Background: an optimization exercise with open tools, aiming at small area, a short achievable clock period and few clock cycles per item. Do not read the settings as production practice. Function was checked by simulation only, so behaviour that the tests miss may differ from the original. Power is estimated from default activity; no workload was simulated.

==> flow/design.v, too long to show whole: its modules and the start of the top module <==
// module mulStage1: 1245 lines
// module mulStage2: 818 lines
// module aluPipeTop: 275 lines
module aluPipeTop (
	input  logic        clk,
	input  logic        arstN,
	input  logic        inValid,
	input  logic [31:0] inInstr,
	input  logic [31:0] inRsValue,
	input  logic [31:0] inRtValue,
	input  logic [7:0]  inTag,
	input  logic        outCredit,
	output logic        inCredit,
	output logic        outValid,
	output logic [31:0] outResult,
	output logic [4:0]  outDestReg,
	output logic [7:0]  outTag,
	output logic        outIllegal
);
  // ...
==> flow/flow/run.sh <==
#!/bin/bash
# The standard layout with these changes to how it is made:
#  - synthesis skips Yosys's early generic ABC pass (SYNTH_ARGS=-noabc), so the
#    multiplier's carry-save tree keeps its structure into full-adder mapping;
#    everything else in synthesis is the standard flow's (synth_recipe.tcl, same settings);
#  - every flip-flop then takes the instance name that the standard
#    synthesis (run here too, in ref/) gives the flip-flop driving the same
#    net, so the registers pair with the standard synthesis by name and cell
#    type (flow/rename_regs.py, which fails the flow if any does not pair);
#  - the port buffers are buf_4 cells instead of the default pick.
# The clock period, constraints, floorplan, power grid and CTS are the standard flow's.
set -euo pipefail
W=$PWD
RES=$W/orfs/results/$FLOW_PLATFORM/aluPipeTop/base
REF=$W/ref/results/$FLOW_PLATFORM/aluPipeTop/base
bash standard.sh WORK_HOME=$W/ref synth > ref_synth.log 2>&1
bash standard.sh SYNTH_ARGS=-noabc $RES/1_2_yosys.v > own_synth.log 2>&1
cp $RES/1_2_yosys.v own_synth_before_rename.v
python3 flow/rename_regs.py $REF/1_2_yosys.v $RES/1_2_yosys.v > rename_regs.log 2>&1
bash standard.sh SYNTH_ARGS=-noabc SETUP_SLACK_MARGIN=5.6 "BUFFER_PORTS_ARGS=-buffer_cell sky130_fd_sc_hd__buf_4" finish > standard.log 2>&1
==> flow/flow/rename_regs.py <==
#!/usr/bin/env python3
"""Give every flip-flop of a netlist the instance name the standard synthesis
gave the flip-flop that drives the same net.

usage: rename_regs.py REFERENCE.v NETLIST.v   (NETLIST.v is rewritten)
Both are flat gate-level Verilog from ORFS's synthesis of the same RTL. A
flip-flop is paired by the net on its Q pin; a pair whose cell types differ, or
a flip-flop left without a partner, is reported and makes the script fail.
"""
import re
import sys

INST = re.compile(r"^(\s*)(sky130_fd_sc_hd__\w+)\s+(\\\S+\s|\w+)\s*\(\s*$")
QPIN = re.compile(r"^\s*\.Q\((.*)\)\s*,?\s*$")
FF = re.compile(r"sky130_fd_sc_hd__(dfxtp|dfrtp|dfstp|dfrbp|dfsbp|edfxtp|dfbbp|dfxbp|sdf|sedf|dfrtn|edfxbp)")


def flops(lines):
    """[(line index of the instance, cell, name, q net)]"""
    out = []
    i = 0
    while i < len(lines):
        m = INST.match(lines[i])
        if m and FF.match(m.group(2)):
            j = i + 1
            q = None
            while j < len(lines) and not lines[j].strip().startswith(");"):
                mq = QPIN.match(lines[j])
                if mq:
                    q = mq.group(1).strip()
                j += 1
            out.append((i, m.group(2), m.group(3).strip(), q))
            i = j
        else:
            i += 1
    return out


def main():
    ref_lines = open(sys.argv[1]).read().split("\n")
    lines = open(sys.argv[2]).read().split("\n")
    ref = {q: (cell, name) for _, cell, name, q in flops(ref_lines)}
    mine = flops(lines)
    names = set()
    for l in lines:
        m = INST.match(l)
        if m:
            names.add(m.group(3).strip())
    bad = 0
    renamed = 0
    # second chance for a flip-flop whose Q net took another name: the
    # register name in front of the "$" of both instance names
    base = lambda n: n.split("$")[0] if n.startswith("\\") and "$" in n else None
    # flip-flops whose D pin a net drives, by net
    def d_loads(fl, lns):
        loads = {}
        for idx, cell, name, q in fl:
            j = idx + 1
            while j < len(lns) and not lns[j].strip().startswith(");"):
                md = re.match(r"^\s*\.D\((.*)\)\s*,?\s*$", lns[j])
                if md:
                    loads.setdefault(md.group(1).strip(), []).append(name)
                j += 1
        return loads
    left = []
    pairs = []
    for idx, cell, name, q in mine:
        if q in ref:
            pairs.append((idx, cell, name, ref.pop(q)))
            continue
        hit = [k for k, (c, n) in ref.items() if base(n) is not None and base(n) == base(name)]
        if len(hit) == 1:
            pairs.append((idx, cell, name, ref.pop(hit[0])))
        else:
            left.append((idx, cell, name, q))
    # third chance: the flip-flops that the Q net feeds (by their reference
    # names) must be the same on both sides, and only one candidate may fit
    if left:
        ref_loads = d_loads(flops(ref_lines), ref_lines)
        my_loads = d_loads(mine, lines)
        new_name = {name: rname for _, _, name, (_, rname) in pairs}
        still = []
        for idx, cell, name, q in left:
            sig = sorted(new_name.get(n, n) for n in my_loads.get(q, []))
            hit = [k for k, (c, n) in ref.items() if c == cell and sig and sorted(ref_loads.get(k, [])) == sig]
            if len(hit) == 1:
                pairs.append((idx, cell, name, ref.pop(hit[0])))
            else:
                still.append((idx, cell, name, q))
        left = still
    for idx, cell, name, q in left:
        print(f"no partner for {name} ({cell}, Q {q})")
        bad += 1
    for idx, cell, name, (rcell, rname) in pairs:
        if rcell != cell:
            print(f"cell differs for {name}: {cell} here, {rcell} in the reference")
            bad += 1
        if rname != name:
            if rname in names:
                print(f"name {rname} already taken, {name} left as is")
                bad += 1
                continue
            m = INST.match(lines[idx])
            esc = rname + " " if rname.startswith("\\") else rname
            lines[idx] = f"{m.group(1)}{cell} {esc} ("
            names.discard(name)
            names.add(rname)
            renamed += 1
    for q, (rcell, rname) in ref.items():
        print(f"reference flip-flop {rname} ({rcell}, Q {q}) has no partner")
        bad += 1
    print(f"{len(mine)} flip-flops, {renamed} renamed, {bad} problems")
    open(sys.argv[2], "w").write("\n".join(lines))
    sys.exit(1 if bad else 0)


main()
==> flow/standard.sh <==
#!/bin/bash
# synth_recipe.tcl (not shown) runs the flow's synth.tcl, then flattens the netlist and writes it again
# the make line also repeats each setting of config.mk as NAME=value (left out here)
make -C /OpenROAD-flow-scripts/flow DESIGN_CONFIG=/design/flow/config.mk WORK_HOME=/design/flow/orfs CLKGATE_MAP_FILE= SYNTH_SCRIPT=/design/flow/synth_recipe.tcl "${@:-finish}"
==> flow/config.mk <==
export PLATFORM = sky130hd
export DESIGN_NAME = aluPipeTop
export DESIGN_NICKNAME = aluPipeTop
export VERILOG_FILES = /design/flow/design.v
export SDC_FILE = /design/flow/constraint.sdc
export NUM_CORES = 4
export LEC_CHECK = 0
export ABC_AREA = 1
export CAP_MARGIN = 20
export CORE_MARGIN = 2
export CORE_UTILIZATION = 50
export CTS_CLUSTER_DIAMETER = 100
export CTS_CLUSTER_SIZE = 25
export SETUP_SLACK_MARGIN = 5
export SLEW_MARGIN = 20
export TNS_END_PERCENT = 0
==> flow/constraint.sdc <==
create_clock -name core_clock -period 8.4 [get_ports {clk}]
set_input_delay 1.6800 -clock core_clock [delete_from_list [all_inputs] [get_ports {clk}]]
set_output_delay 1.6800 -clock core_clock [all_outputs]
set_load 0.01 [all_outputs]
==> notes.md, run 1 <==
row cnt 95; max cap viols 0; R2R cell count 7; r2r endpoint rows2[126]$_DFF_P_; Compound-Gate Fraction of Synth Area 13.9%; commonest cells after routing, fill and taps aside nand2_1, dfxtp_1, edfxtp_1, inv_1, o22ai_1; Hold Vio Cnt, Final 0; num tapcells 873; largest net degree at the start of global routing 81; I/O pin count 156; vias 25900; met2 usage 50.3%; Final Wtd Congestion 1.00; fraction of layout instances using a drive strength above 1 10.9%; Core ar. 66900 um^2; endpoints failing setup 0; P_int 5.11 mW; max reg flops 209; dominant cell by count in the synthesized netlist nand2_1; status complete, no violations; Yosys warning count 1; Starting Density 50.3%; area post-placement 35400 um^2; Post-CTS Resized 27; Seq power 3.90 mW; # clk buffers 44; final total power 7.74 mW; sum of buffers and inverters on the critical path 0; hold path cells 0; Synth Flop Type dfxtp_1; Final Skew 0.0307 ns; n_diodes 1; Yosys reg bits 597; footprint of the multi-input gates 17200 um^2; fin worst setup slack 5.42 ns
Testbench counts, summed over its fixed seeds: cycles 8,032, items 8,000.
==> run 2: changes to the inputs <==
--- a/flow/flow/run.sh
+++ b/flow/flow/run.sh
@@ -7,7 +7,9 @@
 #    synthesis (run here too, in ref/) gives the flip-flop driving the same
 #    net, so the registers pair with the standard synthesis by name and cell
 #    type (flow/rename_regs.py, which fails the flow if any does not pair);
-#  - the port buffers are buf_4 cells instead of the default pick.
+#  - the port buffers are buf_4 cells instead of the default pick;
+#  - the buffers ABC put in are taken out at floorplan (REMOVE_ABC_BUFFERS=1);
+#    placement's repair_design buffers what needs it.
 # The clock period, constraints, floorplan, power grid and CTS are the standard flow's.
 set -euo pipefail
 W=$PWD
@@ -17,4 +19,4 @@
 bash standard.sh SYNTH_ARGS=-noabc $RES/1_2_yosys.v > own_synth.log 2>&1
 cp $RES/1_2_yosys.v own_synth_before_rename.v
 python3 flow/rename_regs.py $REF/1_2_yosys.v $RES/1_2_yosys.v > rename_regs.log 2>&1
-bash standard.sh SYNTH_ARGS=-noabc SETUP_SLACK_MARGIN=5.6 "BUFFER_PORTS_ARGS=-buffer_cell sky130_fd_sc_hd__buf_4" finish > standard.log 2>&1
+bash standard.sh SYNTH_ARGS=-noabc SETUP_SLACK_MARGIN=5.6 "BUFFER_PORTS_ARGS=-buffer_cell sky130_fd_sc_hd__buf_4" REMOVE_ABC_BUFFERS=1 finish > standard.log 2>&1
==> run 2 against run 1 <==
Against the previous run:
- routed wire length fell by 2.8%
- maximum frequency is 0.40% higher
- setup slack improved by 0.012 ns
- largest cell class unchanged
- cell count up 0.16%
- clock skew is 0.013 ns higher
- utilization hardly changed
- register-to-register slack hardly changed
- critical endpoint is now rows2[124]$_DFF_P_
- combinational power down 3%
- highest routed layer is now met5
- via count is 1.3% higher
==> notes.md, run 2 <==
status complete, no violations; worst-case headroom to the max-slew limit 36.2%; max cap viols 0 (unchanged); Hold Vio Cnt, Final 0 (unchanged); pwr/cell area 211 nW/um^2; Area contributors post-synth edfxtp_1, dfxtp_1, fa_1; Leakage Power 17.5 nW; DR WL/cell 24.2 um; drt drc 0; detailed-placement wirelength estimate 74.5 mm; Design Area, Final 36700 um^2; Cell Chain, Critical Path buf_12, nand2_1, inv_2, buf_4, xor2_1, fa_1, fa_1; Reg with most FFs rows2; Core ar. 66900 um^2 (unchanged); commonest cells after routing, fill and taps aside nand2_1, dfxtp_1, edfxtp_1, inv_1, o22ai_1; sum of buffers and inverters on the critical path 3 (+3); max-slew violation count 0; slowest stage delay, CP 0.54 ns; CTS tree done; row cnt 95 (unchanged); I/O pin count 156 (unchanged); CTS Sinks 597; Clk Latency, worst-skew pair 0.63 ns; Longest Clk Path Bufs 3; Mapped Area 33700 um^2; VDD IR max 0.277 mV; gr usage total 29.9%; Final nets 3899; vias 26200 (+1.3%); fraction of layout instances using a drive strength above 1 10.5% (-0.40 points); Yosys warning count 1 (unchanged); Starting Density 50.3% (unchanged); Worst-Margin Slew 0.955 ns; wire length of the first global-routing pass 159 mm; largest net degree at the start of global routing 71 (-12%); Async S/R FF share, synth 3.02%; Avg Inst Size Synth 9.89 um^2; clock root buffer clkbuf_16; Worst-path clk slew 0.10 ns; Worst path most repeated cell fa_1; critical path data required time 8.90 ns; initial antenna violation count 2; hold crit path type reg2reg; Final period util 35.4%; Syn Inst Count 3404; Min Hold Slack 0.334 ns; endpoints failing setup 0 (unchanged); H-tree depth 1; area grow syn2layout 8.89%; slowest CP cell buf_4; vias in the first global route 26400; Crit. End Element register; sequential area share after synthesis 43.6%; die width 264 um; max reg flops 209 (unchanged); routed vias/inst 6.05; Regs by FF count rows2 x209, ring x138, head x46; number of flops mapped to enable cells by yosys 263; first-iteration detailed-routing DRC count 2401; Yosys top cell by area edfxtp_1; Vert. Die Dim 264 um; Crit Path Category reg2reg; top cells by count, synth nand2_1, dfxtp_1, edfxtp_1; Critical Path Start Type register; Fmax achieved 337 MHz; Yosys reg bits 597 (unchanged); Synth Flop Type dfxtp_1; most common cell after layout, fill and taps aside nand2_1; Final Skew 0.0435 ns (+0.0128 ns); setup_tns 0 ns; ANT nets after route 0; Final Wtd Congestion 0.946 (-5.5%); post-synthesis cell type count 66; grt total ovfl 0; CP Data Arrival Time 3.47 ns; RSZ-0062 raised after global routing yes; die area 69500 um^2; number of port buffers 150; total iterations of the first detailed-routing run 6; Top delay family on crit path adder cells; dominant cell by count in the synthesized netlist nand2_1; maximum fanout along the worst path 33; TritonCTS buffer count 30; top cell type's share of synthesized area 23.4%; area post-placement 35500 um^2 (+0.17%); minimum clock period after layout 2.97 ns; Post-Route WL 105 mm
## run 2: changes by cell type in the layout (fill, tap and decap cells not counted), moves of 3 or more
cell        before  now
dfxtp_1        297  307
inv_4            0    4
clkinvlp_4       7    3
inv_6            3    0
buf_4          187  195
dfxtp_2         18    9
nand2_1        569  573
nand2_4          9    5
## run 2: layout make-up
type	count	area (um^2)
clock buffer	46	842
clock inverter	7	140
inverter	292	1110
timing repair buffer	206	1610
tap	873	1090
sequential	597	14700
multi-input combinational	2314	17200
fill	5924	30200
antenna	1	2.50
## run 2: path summary, 6_finish.rpt
path	start	slack [ns]	cells past startpoint	endpoint
worst max-delay path	sel1[10]$_SDFF_PN0_	5.43	7	rows2[124]$_DFF_P_
worst min-delay path	meta1[1]$_DFF_P_	0.33	0	meta2[1]$_DFF_P_
worst max register to register	sel1[10]$_SDFF_PN0_	5.43	7	rows2[124]$_DFF_P_
worst min register to register	meta1[1]$_DFF_P_	0.33	0	meta2[1]$_DFF_P_
max in group asynchronous	arstN	7.23	1	crd[1]$_DFF_PN1_
min in group asynchronous	arstN	0.90	1	adv$_DFF_PN0_
## run 2: power by group
| part | switching [mW] | internal, mW | leakage [nW] | total, mW |
|---|---|---|---|---|
| clock | 0.947 | 0.776 | 0.467 | 1.72 |
| sequential | 0.201 | 3.68 | 5.48 | 3.88 |
| combinational | 1.43 | 0.706 | 11.6 | 2.14 |
## run 2: cells by family after synthesis
logic type	after synthesis	share of synthesized area, %
and+or+nand+nor	967	12.2
xor gates and xnor gates	257	6.68
AOI/OAI and AO/OA	734	13.9
adders and majority gates	350	17.5
buffers and inverters	495	5.96
muxes	4	0.134
DFF	597	43.6
## run 2: routing by layer
layer	routed length, um	global-route usage, %	share of wire (%)	up-vias
li1	-	-	-	11800
met1	41000	37.9	39	12500
met2	47700	48.4	45	1455
met5	27	0	0.026	-
met4	6590	15.6	6.3	4
met3	9690	5.92	9.2	416
## run 2: per-stage QoR
| step | total power, mW | setup WS [ns] | cells | utilization, % |
|---|---|---|---|---|
| after floorplan | 5.21 | 2.86 | 3201 | - |
| final | 7.74 | 5.43 | 4336 | 54.8 |
| after global routing | 8.19 | 5.36 | 4335 | 54.8 |
| after CTS | 7.81 | 5.45 | 4334 | 54.6 |
| after global placement | 6.02 | 4.31 | 4278 | 53.0 |
| after detailed placement | 6.09 | 4.26 | 4278 | 53.0 |
## run 2: timing repair
action                                  in CTS  in global routing
hold buffers                                 0                  0
endpoints found under the setup margin     194                156
gates cloned                                 2                  1
buffers inserted                             1                  0
pin swaps                                    3                  1
gates resized for setup                     25                 23

==> what the ideal ports hide <==
Ports are ideal in the flow. The routed layouts listed here were re-timed in OpenROAD.
Step 1 (the two cells are an assumption about what drives the block):
set clk [get_ports {clk}]
set_driving_cell -lib_cell sky130_fd_sc_hd__clkbuf_16 $clk
set_driving_cell -lib_cell sky130_fd_sc_hd__buf_2 [delete_from_list [all_inputs] $clk]
Step 2 moves the port delays by t, midway between the first and last clock arrival at a register: inputs arrive t later, outputs are due t later. That takes back most of the time a late clock gives input paths.
a / b / c = no drivers / after step 1 / after step 2; a / b = the first two.
run	t, ns	setup slack, ns	latest minus earliest clock arrival (ns)	slew at the worst register clock pin (ns)	cell pins on the clock port's net
run 1	0.675	5.418 / 5.388 / 4.860	0.031 / 0.031	0.10 / 0.10	1
run 2	0.677	5.430 / 5.417 / 4.838	0.050 / 0.050	0.10 / 0.10	1
After both steps every run listed still meets setup and hold. The setup slack of run 2, which loses most, moves by -0.013 ns with the drivers and by -0.592 ns with both steps.
